Context: an optimization exercise on an open-source flow, tuned for small area, a short achievable clock period and few clock cycles per item. The choices shown serve that exercise and are no tape-out recipe. Only simulation tests tie the RTL to the original design; equivalence was not proved.

Design tpu_rsqrt_iter_unit, start of the top module:
module tpu_rsqrt_iter_unit #(
  parameter int IN_WIDTH  = 16,
  parameter int IN_FRAC   = 8,
  parameter int OUT_WIDTH = 16,
  parameter int OUT_FRAC  = 11,
  parameter int LUT_BITS  = 6,
  parameter int MAX_ITERS = 3,
  parameter int TAG_WIDTH = 4
) (
  input  logic                           clk,
  input  logic                           rst_n,
  input  logic                           flush,
  input  logic                           in_valid,
  output logic                           in_ready,
  input  logic [IN_WIDTH-1:0]            in_data,
  input  logic                           in_op,
  input  logic [$clog2(MAX_ITERS+1)-1:0] in_iters,
  input  logic [TAG_WIDTH-1:0]           in_tag,
  output logic                           out_valid,
  input  logic                           out_ready,
  output logic [OUT_WIDTH-1:0]           out_data,
  output logic [TAG_WIDTH-1:0]           out_tag,
  output logic                           out_sat,
  output logic                           out_zero,
  output logic                           busy,
  output logic [31:0]                    ops_count,
  output logic [31:0]                    sat_count
);
Size: about 7000 cells after synthesis, ~69000 um^2 of cells after synthesis.
make LEC_CHECK=0 CAP_MARGIN=20 CORE_MARGIN=2 CORE_UTILIZATION=55 CTS_BUF_LIST=sky130_fd_sc_hd__clkbuf_16 CTS_CLUSTER_DIAMETER=150 CTS_CLUSTER_SIZE=25 SETUP_SLACK_MARGIN=5 SLEW_MARGIN=20 SYNTH_HIERARCHICAL=1 finish   # period 11.0 ns
run.sh (not shown) runs the stock make flow with config.mk's settings and CLKGATE_MAP_FILE= SYNTH_SCRIPT=/design/flow/synth_recipe.tcl, a recipe that flattens the netlist after the stock synthesis.
Testbench counts at the start, summed over its fixed seeds: cycles 4,880, items 4,800.
Next try:
--- a/flow/design.v
+++ b/flow/design.v
@@ -1230,14 +1230,15 @@
   logic [18:0] p8;
   logic [2:0]  y3;
   logic [34:0] mr8;
   logic        dn_d, d1_d, d2_d;              
   logic        dn_q, d1_q, d2_q;
   logic [35:0] a_q;           
   logic [3:0]  sh_q;          
+  logic        z_q;           
   logic bp8_o0, bp8_t0, bp8_n0;
   assign bp8_o0 = m_q[8][0] ^ 1'b0;
   assign bp8_t0 = (m_q[8][1] & ~m_q[8][0] & ~1'b0) | (~m_q[8][1] & m_q[8][0] & 1'b0);
   assign bp8_n0 = m_q[8][1] & ~(m_q[8][0] & 1'b0);
   logic bp8_o1, bp8_t1, bp8_n1;
   assign bp8_o1 = m_q[8][2] ^ m_q[8][1];
   assign bp8_t1 = (m_q[8][3] & ~m_q[8][2] & ~m_q[8][1]) | (~m_q[8][3] & m_q[8][2] & m_q[8][1]);
@@ -1503,14 +1504,15 @@
       endcase
     end
   end
   always_ff @(posedge clk) begin
     dn_q <= dn_d; d1_q <= d1_d; d2_q <= d2_d;
     a_q  <= op_q[8] ? {1'b0, mr8} : {1'b0, r_q7, 16'd0};
     sh_q <= op_q[8] ? (4'd3 + {1'b0, sp_q[8]}) : (4'd11 - {1'b0, sp_q[8]});
+    z_q  <= (m_q[8] == '0);
   end
   logic [16:0] q9;
   logic [35:0] b9, c9, w9;
   logic [19:0] hi9;
   logic [19:0] o9;
   logic        sat9, z9;
   logic [15:0] out_data_q;
@@ -1521,15 +1523,15 @@
                d1_q ? {19'd0, q9} :
                d2_q ? {18'd0, q9, 1'b0} : 36'd0;
   assign c9  = 36'd1 << (5'd15 + {1'b0, sh_q});
   assign w9  = a_q + b9 + c9;
   assign hi9 = w9[35:16];
   assign o9  = hi9 >> sh_q;
   assign sat9 = |o9[19:16];
-  assign z9   = (m_q[9] == '0);    
+  assign z9   = z_q;
   always_ff @(posedge clk) if (take) begin
     out_data_q <= z9 ? (op_q[9] ? 16'h0000 : 16'hFFFF) : (sat9 ? 16'hFFFF : o9[15:0]);
     out_tag_q  <= tag_q[9];
     out_sat_q  <= !z9 && sat9;
     out_zero_q <= z9;
   end
   assign out_valid = out_valid_q;
Setup slack is worse by 0.10 ns. Routed wire length went up by 2.8%. Synthesized cell count hardly moves. Cell area goes up by about 0.36%. Sequential share of layout area barely changes. Die area is about the same. Synthesized area stays flat. Critical path depth goes down by 17. Final cell count hardly moves.
Testbench counts after the change, summed over its fixed seeds: cycles 4,880, items 4,800.

port drivers added, routing unchanged:
Ports are ideal in the flow. The routed layouts listed here were re-timed in OpenROAD. Step 1, drivers: a clkbuf_16 drives clk and a buf_2 each remaining input, both assumed. Step 2, shift: input delay + t, output delay - t, t = (earliest + latest rising clock arrival at the registers) / 2. This alone moves slack from input paths to output paths. Three values: no drivers, after step 1, after step 2; two values: the first two.
run | t (ns) | setup slack, ns | worst setup path after step 2 | clock arrival spread, ns
the first run | 0.715 | 5.233 / 5.206 / 5.206 | input to output | 0.034 / 0.034
the second run | 0.700 | 5.132 / 5.113 / 5.113 | input to output | 0.042 / 0.042
After both steps setup and hold are still met in every run listed. The setup slack of the first run, which loses most, moves by -0.027 ns with the drivers and by -0.027 ns with both steps.
